Background: an optimization exercise with open tools, aiming at small area, a short achievable clock period and few clock cycles per item. Do not read the settings as production practice.
Only simulation tests tie the RTL to the original design; equivalence was not proved.
No activity file was given, so power comes from the tool's default toggle rates.

== v43 ==
Design des_core, start of the top module:
module des_core (
    input  logic            ck,
    input  logic            rst,
    input  logic            key_load,
    input  logic            decrypt,
    input  logic            start,
    input  des_pkg::block_t key,
    input  des_pkg::block_t din,
    output des_pkg::block_t dout,
    output logic            done,
    output logic            busy
);
    logic             key_capture;
    logic             load_block;
    logic             round_en;
    logic             one_shift;
    logic             pend;
    des_pkg::subkey_t subkey;
    des_control u_control (
        .ck          (ck),
        .rst         (rst),
        .start       (start),
        .key_load    (key_load),
        .pend        (pend),
        .key_capture (key_capture),
        .load_block  (load_block),
        .round_en    (round_en),
        .one_shift   (one_shift),
        .done        (done),
        .busy        (busy)
    );
    des_key_schedule u_key_schedule (
        .ck          (ck),
        .rst         (rst),
        .key_capture (key_capture),
        .decrypt     (decrypt),
        .key         (key),
        .round_en    (round_en),
        .one_shift   (one_shift),
        .pend        (pend),
        .subkey      (subkey)
    );
    des_block_path u_block_path (
        .ck         (ck),
        .load_block (load_block),
        .round_en   (round_en),
        .din        (din),
        .subkey     (subkey),
        .dout       (dout)
    );
endmodule
Size in the first run: about 2100 cells after synthesis, ~200 I/O pins, roughly 13000 um^2 of cells after synthesis.
==> flow/config.mk <==
export PLATFORM = sky130hd
export DESIGN_NAME = des_core
export DESIGN_NICKNAME = des_core
export VERILOG_FILES = /design/flow/design.v
export SDC_FILE = /design/flow/constraint.sdc
export NUM_CORES = 4
export LEC_CHECK = 0
export ABC_AREA = 1
export CAP_MARGIN = 20
export CORE_MARGIN = 2
export CORE_UTILIZATION = 40
export SETUP_SLACK_MARGIN = 3.0
export SLEW_MARGIN = 20
==> flow/constraint.sdc <==
create_clock -name core_clock -period 6.0 [get_ports {ck}]
set_input_delay 1.2000 -clock core_clock [delete_from_list [all_inputs] [get_ports {ck}]]
set_output_delay 1.2000 -clock core_clock [all_outputs]
set_load 0.01 [all_outputs]
run.sh (not shown) runs the stock make flow with config.mk's settings and CLKGATE_MAP_FILE= SYNTH_SCRIPT=/design/flow/synth_recipe.tcl, a recipe that flattens the netlist after the stock synthesis.
Testbench counts of v43, summed over its fixed seeds: cycles 23,199, blocks 1,280.
Input-level comparison between v37 and v43:
-- flow/config.mk --
<<< v43, line 7
export LEC_CHECK = 0
export ABC_AREA = 1
export CAP_MARGIN = 20
>>> v37, line 7
export LEC_CHECK = 0
export CAP_MARGIN = 20
### Flow results
Met2 wirelength from detailed routing, v37 vs v43: down by a few percent. v37 vs v43 — standard cell area after detailed placement climbed slightly. Maximum frequency ended up about 2.3% lower on v37 than on v43. Taking v43 as the reference point, the layout-stage area growth over the synthesis result of v37 rises by 7.2 points. Total power deteriorates in v37 relative to v43. Between v43 and v37, the flow reports cell count after placement decreasing by more than 10%. Going from v43 to v37, the critical path's largest stage delay was found to have gone down by 40 ps. v37 — final design area excluding fillers 6.1% higher, v43 as reference. Going from v43 to v37, the multi-input gate area in the final layout was found to have gone up by 12%. Destination of the critical timing path: dout[6] -> v43, dout[24] -> v37.
The inputs of v32 differ from those of v37 as listed below.
-- flow/config.mk --
<<< v37, line 7
export LEC_CHECK = 0
export CAP_MARGIN = 20
>>> v32, line 7
export LEC_CHECK = 0
export ABC_CLOCK_PERIOD_IN_PS = 2000
export CAP_MARGIN = 20
<<< v37, line 10
export CORE_UTILIZATION = 40
export SETUP_SLACK_MARGIN = 3.0
export SLEW_MARGIN = 20
>>> v32, line 11
export CORE_UTILIZATION = 40
export SETUP_SLACK_MARGIN = 3.5
export SLEW_MARGIN = 20
- The worst slack on hold paths of v32 exceeds that of v37 by 5.3 ps.
- Non-clock buffer count in the final layout (v32 over v37): increase, 200
- Post-layout total power: v32 higher than v37
- All of v32 and v37 finish clean.
- v37 → v32: final design area excluding fillers has increased, largest stage delay on the critical path went down by 40 ps, detail-routed net length per standard cell up 0.68 um.
Here is what was changed in the inputs of v47 compared with v32.
==> flow/flow/run.sh (new file) <==
#!/bin/bash
# The standard layout (standard.sh), with two changes to how it is made:
#  - the port buffers are plain buf_1 cells instead of the delay cells
#    buffer_ports picks by itself;
#  - synthesis skips the half/full-adder extraction (no ADDER_MAP_FILE), so the
#    S-box logic is left whole to ABC. Registers are unchanged.
# Each tool's output stays in orfs/logs/; make's own output goes to flow_make.log.
set -euo pipefail
export BUFFER_PORTS_ARGS="-buffer_cell sky130_fd_sc_hd__buf_1"
export ADDER_MAP_FILE=
bash standard.sh finish > flow_make.log 2>&1
==> flow/standard.sh (new file) <==
#!/bin/bash
# synth_recipe.tcl (not shown) runs the flow's synth.tcl, then flattens the netlist and writes it again
# the make line also repeats each setting of config.mk as NAME=value (left out here)
make -C /OpenROAD-flow-scripts/flow DESIGN_CONFIG=/design/flow/config.mk WORK_HOME=/design/flow/orfs CLKGATE_MAP_FILE= SYNTH_SCRIPT=/design/flow/synth_recipe.tcl "${@:-finish}"
-- flow/config.mk --
<<< v32, line 7
export LEC_CHECK = 0
export ABC_CLOCK_PERIOD_IN_PS = 2000
export CAP_MARGIN = 20
>>> v47, line 7
export LEC_CHECK = 0
export ABC_AREA = 1
export CAP_MARGIN = 20
removed: flow/run.sh
Notes after the runs:
- v32 has a lower fraction of power consumed by the clock network than v47.
- Compared with v32, v47 ends up with less cell area.
- Final cycle utilization of the critical path for v47: 5.0 points down relative to v32
- [compare] base=v32 new=v47: number of enable flip-flop cells after synthesis comparable; sequential share of layout area now larger; last weighted congestion value of the routability-driven placer now larger.
> inputs changed (v47 -> v44)
==> flow/run.sh (new file) <==
#!/bin/bash
# synth_recipe.tcl (not shown) runs the flow's synth.tcl, then flattens the netlist and writes it again
# the make line also repeats each setting of config.mk as NAME=value (left out here)
make -C /OpenROAD-flow-scripts/flow DESIGN_CONFIG=/design/flow/config.mk WORK_HOME=/design/flow/orfs CLKGATE_MAP_FILE= SYNTH_SCRIPT=/design/flow/synth_recipe.tcl finish
-- flow/config.mk --
<<< v47, line 7
export LEC_CHECK = 0
export ABC_AREA = 1
export CAP_MARGIN = 20
>>> v44, line 7
export LEC_CHECK = 0
export CAP_MARGIN = 20
removed: flow/flow/run.sh
removed: flow/standard.sh
--- outcome ---
v44 ended with more cell area than v47.
[v44] final critical-path setup slack fell 300 ps relative to v47
Relative to v47, critical path depth has increased by 8 in v44.
Between v44 and v47, the global-route usage is lower for v44.
What v47 reported for total nets after synthesis has to be multiplied by 0.862 to get the figure for v44.

========
des_core, a different RTL version from the one above (not shown whole).
For scale: about 1,800 cells after synthesis, about 0.011 mm2 of cells after synthesis.
Settings: LEC_CHECK=0, ABC_AREA=1, CAP_MARGIN=20, CORE_MARGIN=2, CORE_UTILIZATION=40, SETUP_SLACK_MARGIN=3.3, SLEW_MARGIN=20; clock period 6.0 ns.
standard.sh (not shown) runs the stock make flow with config.mk's settings and CLKGATE_MAP_FILE= SYNTH_SCRIPT=/design/flow/synth_recipe.tcl, a recipe that flattens the netlist after the stock synthesis.
==> flow/flow/run.sh <==
#!/bin/bash
# The standard layout (standard.sh), with two changes to how it is made:
#  - the port buffers are plain buf_1 cells instead of the delay cells
#    buffer_ports picks by itself;
#  - synthesis skips the half/full-adder extraction (no ADDER_MAP_FILE), so the
#    S-box logic is left whole to ABC. Registers are unchanged.
# Each tool's output stays in orfs/logs/; make's own output goes to flow_make.log.
set -euo pipefail
export BUFFER_PORTS_ARGS="-buffer_cell sky130_fd_sc_hd__buf_1"
export ADDER_MAP_FILE=
bash standard.sh finish > flow_make.log 2>&1
Testbench counts at the start, summed over its fixed seeds: cycles 23,199, blocks 1,280.
Rerun with:
--- a/flow/flow/run.sh
+++ b/flow/flow/run.sh
@@ -2 +2 @@
-# The standard layout (standard.sh), with two changes to how it is made:
+# The standard layout (standard.sh), with these changes to how it is made:
@@ -6,2 +6 @@
-#    S-box logic is left whole to ABC. Registers are unchanged.
-# Each tool's output stays in orfs/logs/; make's own output goes to flow_make.log.
+#    S-box logic is left whole to ABC;
@@ -10,0 +10,6 @@
+if [[ -f flow/abc.script ]]; then
+  rm -rf own_scripts
+  cp -r "$FLOW_HOME/scripts" own_scripts
+  cp flow/abc.script own_scripts/abc_area.script
+  SCRIPTS_DIR="$PWD/own_scripts" bash standard.sh synth > flow_synth.log 2>&1
+fi
==> flow/flow/abc.script (new file) <==
&get -n
&st
&dch -f
&nf -R 1000
&put
topo
stime -c
buffer -c
upsize -c
dnsize -c
CTS_BUF_LIST = sky130_fd_sc_hd__clkbuf_8   (was not set)
SETUP_SLACK_MARGIN = 3.5   (was 3.3)
Outcome: Worst setup slack gets better by 0.099 ns; routed wire length went down by about a fifth; critical path depth is lower by 8; global-route usage went down by 2.9 points; cell count is lower by a quarter to a third; die area is lower by roughly a tenth.
Rerun with:
CTS_BUF_LIST = not set   (was sky130_fd_sc_hd__clkbuf_8)
The changed run produced a clean layout.
Final cell count decreases by 0.30%.
Non-clock buffer count is lower by 5.
Setup slack loses 0.012 ns.
Core utilization rises by 0.61 points.
Design area came out higher by 1.3%.
Critical path depth does not change.
Clock power came out higher by 34%.
Combinational power stays flat.
Clock-buffer cell count grows by 2.
Wire length stays flat.
Sequential share of layout area came out lower by 0.32 points.
Rerun with:
==> flow/flow/run.sh (replaced) <==
#!/bin/bash
# The standard layout (standard.sh), with two changes to how it is made:
#  - the port buffers are plain buf_1 cells instead of the delay cells
#    buffer_ports picks by itself;
#  - synthesis skips the half/full-adder extraction (no ADDER_MAP_FILE), so the
#    S-box logic is left whole to ABC. Registers are unchanged.
# Each tool's output stays in orfs/logs/; make's own output goes to flow_make.log.
set -euo pipefail
export BUFFER_PORTS_ARGS="-buffer_cell sky130_fd_sc_hd__buf_1"
export ADDER_MAP_FILE=
bash standard.sh finish > flow_make.log 2>&1
removed: flow/flow/abc.script
Effect: The changed run passed the timing, DRC and antenna checks; worst setup slack gains 0.030 ns; hold slack gets better by 0.041 ns; die area goes up by 14%.

========
Setup of before:
des_core with an RTL version that a note above also has.
Size: about 1600 cells after synthesis, about 13000 um2 of cells after synthesis.
==> flow/config.mk <==
export PLATFORM = sky130hd
export DESIGN_NAME = des_core
export DESIGN_NICKNAME = des_core
export VERILOG_FILES = /design/flow/design.v
export SDC_FILE = /design/flow/constraint.sdc
export NUM_CORES = 4
export LEC_CHECK = 0
export CAP_MARGIN = 20
export CORE_MARGIN = 2
export CORE_UTILIZATION = 40
export SETUP_SLACK_MARGIN = 3.5
export SLEW_MARGIN = 20
==> flow/constraint.sdc <==
create_clock -name core_clock -period 6.0 [get_ports {ck}]
set_input_delay 1.2000 -clock core_clock [delete_from_list [all_inputs] [get_ports {ck}]]
set_output_delay 1.2000 -clock core_clock [all_outputs]
set_load 0.01 [all_outputs]
==> flow/flow/run.sh <==
#!/bin/bash
# The standard layout (standard.sh), with two changes to how it is made:
#  - the port buffers are plain buf_1 cells instead of the delay cells
#    buffer_ports picks by itself;
#  - synthesis skips the half/full-adder extraction (no ADDER_MAP_FILE), so the
#    S-box logic is left whole to ABC. Registers are unchanged.
# Each tool's output stays in orfs/logs/; make's own output goes to flow_make.log.
set -euo pipefail
export BUFFER_PORTS_ARGS="-buffer_cell sky130_fd_sc_hd__buf_1"
export ADDER_MAP_FILE=
bash standard.sh finish > flow_make.log 2>&1
Testbench counts of before, summed over its fixed seeds: cycles 23,199, blocks 1,280.
Input-level comparison between after and before:
--- a/flow/config.mk
+++ b/flow/config.mk
@@ -6,7 +6,8 @@
 export NUM_CORES = 4
 export LEC_CHECK = 0
+export ABC_AREA = 1
 export CAP_MARGIN = 20
 export CORE_MARGIN = 2
 export CORE_UTILIZATION = 40
-export SETUP_SLACK_MARGIN = 3.5
+export SETUP_SLACK_MARGIN = 3.8
 export SLEW_MARGIN = 20
## What came out
Worst hold path depth up 1 in after wrt before
Taking before as the reference, in after setup slack now larger, gate count of the mapped netlist now larger, power attributed to sequential cells now smaller.
Sort after and before by clock-cell share of area, ascending, and after comes first.
Lower wire length of the first global-routing pass among after and before: after
Number of antenna violations at the first check in global routing is higher on after
Between after and before, synthesis-to-finish area growth is lower for after, before comes in above that.
Compared after vs before, and total via count in the routed design is down in after.
Looking at total internal power across after and before, the one that comes out higher is before.

========
== gamma ==
RTL: one of the versions met above, not the one the previous note started from.
Size in the first run: about 1200 cells after synthesis, ~130 flip-flops, roughly 9200 sq um of cells after synthesis.
## des_core
module des_core (
    input  logic            ck,
    input  logic            rst,
    input  logic            key_load,
    input  logic            decrypt,
    input  logic            start,
    input  des_pkg::block_t key,
    input  des_pkg::block_t din,
    output des_pkg::block_t dout,
    output logic            done,
    output logic            busy
);
    logic             key_capture;
    logic             load_block;
    logic             round_en;
    logic             one_shift;
    logic             pend;
    des_pkg::subkey_t subkey;
    des_control u_control (
        .ck          (ck),
        .rst         (rst),
        .start       (start),
        .key_load    (key_load),
        .pend        (pend),
        .key_capture (key_capture),
        .load_block  (load_block),
        .round_en    (round_en),
        .one_shift   (one_shift),
        .done        (done),
        .busy        (busy)
    );
    des_key_schedule u_key_schedule (
        .ck          (ck),
        .rst         (rst),
        .key_capture (key_capture),
        .decrypt     (decrypt),
        .key         (key),
        .round_en    (round_en),
        .one_shift   (one_shift),
        .pend        (pend),
        .subkey      (subkey)
    );
    des_block_path u_block_path (
        .ck         (ck),
        .load_block (load_block),
        .round_en   (round_en),
        .din        (din),
        .subkey     (subkey),
        .dout       (dout)
    );
endmodule
Settings: LEC_CHECK=0, ABC_AREA=1, CAP_MARGIN=20, CORE_MARGIN=2, CORE_UTILIZATION=40, CTS_BUF_LIST=sky130_fd_sc_hd__clkbuf_4 sky130_fd_sc_hd__clkbuf_8, SETUP_SLACK_MARGIN=3.65, SLEW_MARGIN=20; clock period 6.0 ns.
==> flow/flow/run.sh <==
#!/bin/bash
# The standard layout (standard.sh), with these changes to how it is made:
#  - the port buffers are plain buf_1 cells instead of the delay cells
#    buffer_ports picks by itself;
#  - synthesis skips the half/full-adder extraction (no ADDER_MAP_FILE), so the
#    S-box logic is left whole to ABC;
set -euo pipefail
export BUFFER_PORTS_ARGS="-buffer_cell sky130_fd_sc_hd__buf_1"
export ADDER_MAP_FILE=
if [[ -f flow/abc.script ]]; then
  rm -rf own_scripts
  cp -r "$FLOW_HOME/scripts" own_scripts
  cp flow/abc.script own_scripts/abc_area.script
  SCRIPTS_DIR="$PWD/own_scripts" bash standard.sh synth > flow_synth.log 2>&1
fi
bash standard.sh finish > flow_make.log 2>&1
==> flow/flow/abc.script <==
&get -n
&st
&dch -f
&nf -R 1000
&put
topo
stime -c
buffer -c
upsize -c
dnsize -c
gamma finished end to end and its layout was clean on timing, DRC and antenna.
Testbench counts of gamma, summed over its fixed seeds: cycles 23,199, blocks 1,280.
For delta, these inputs were changed with respect to gamma:
Settings: changing SETUP_SLACK_MARGIN from 3.65 to 3.8; changing CTS_BUF_LIST from sky130_fd_sc_hd__clkbuf_4 sky130_fd_sc_hd__clkbuf_8 to sky130_fd_sc_hd__clkbuf_8.
[summary]
delta vs gamma: setup fix buffers added after clock tree synthesis up. Global-route wire length before repair ends up lower on gamma. [compare] base=gamma new=delta: net switching share of the total power saw a decrease, combinational power climbed 24%. Against gamma as the reference, delta delivers a lower share of total power in sequential cells. Comparing gamma and delta, the higher post-detailed-routing wire length was measured on delta. Max power across gamma and delta: delta.

========
run A:
Starting RTL as in the previous note.
export LEC_CHECK = 0
export ABC_AREA = 1
export CAP_MARGIN = 20
export CORE_MARGIN = 2
export CORE_UTILIZATION = 40
export SETUP_SLACK_MARGIN = 3.65
export SLEW_MARGIN = 20
create_clock -name core_clock -period 6.0 [get_ports {ck}]
Scripts as last shown in full above: flow/flow/run.sh, flow/flow/abc.script
Run A finished every step from synthesis to the final layout, and the layout passed the timing, DRC and antenna checks.
Testbench counts of run A, summed over its fixed seeds: cycles 23,199, blocks 1,280.
> inputs changed (run A -> run B)
- setting CTS_BUF_LIST to sky130_fd_sc_hd__clkbuf_8 for the first time
Notes after the runs:
- In the tables for run B and run A, overall power after layout reads lower with run B.
- Run B ended with less final design area excluding fillers than run A.
- Compared with run A, run B improves fmax.
- Cmp run B and run A / global-route usage / higher: run A

==> separate check: timing with driven ports <==
Ports are ideal in the flow. The routed layouts listed here were re-timed in OpenROAD.
Step 1 (the two cells are an assumption about what drives the block):
set clk [get_ports {ck}]
set_driving_cell -lib_cell sky130_fd_sc_hd__clkbuf_16 $clk
set_driving_cell -lib_cell sky130_fd_sc_hd__buf_2 [delete_from_list [all_inputs] $clk]
Step 2, shift: input delay + t, output delay - t, t = (earliest + latest rising clock arrival at the registers) / 2. This alone moves slack from input paths to output paths.
Three values: ideal, step 1, step 2; two values: the first two.
run | t (ns) | setup WS [ns] | cell pins on the clock port's net
v43 | 0.475 | 3.112 / 3.063 / 2.686 | 1
v37 | 0.478 | 3.043 / 2.994 / 2.653 | 1
v32 | 0.482 | 3.206 / 3.206 / 3.059 | 1
v47 | 0.492 | 3.504 / 3.449 / 3.146 | 1
v44 | 0.482 | 3.206 / 3.206 / 3.059 | 1
the first run of note 2 | 0.469 | 3.450 / 3.450 / 3.083 | 1
the second run of note 2 | 0.498 | 3.549 / 3.506 / 3.258 | 1
the third run of note 2 | 0.478 | 3.537 / 3.490 / 3.155 | 1
the fourth run of note 2 | 0.470 | 3.568 / 3.523 / 3.182 | 1
before | 0.485 | 3.452 / 3.401 / 3.136 | 1
after | 0.477 | 3.692 / 3.642 / 3.437 | 1
gamma | 0.491 | 3.675 / 3.632 / 3.247 | 1
delta | 0.495 | 3.759 / 3.717 / 3.359 | 1
run A | 0.473 | 3.638 / 3.592 / 3.305 | 1
run B | 0.489 | 3.661 / 3.621 / 3.293 | 1
After both steps every run listed still meets setup and hold. The setup slack of gamma, which loses most, moves by -0.043 ns with the drivers and by -0.428 ns with both steps.
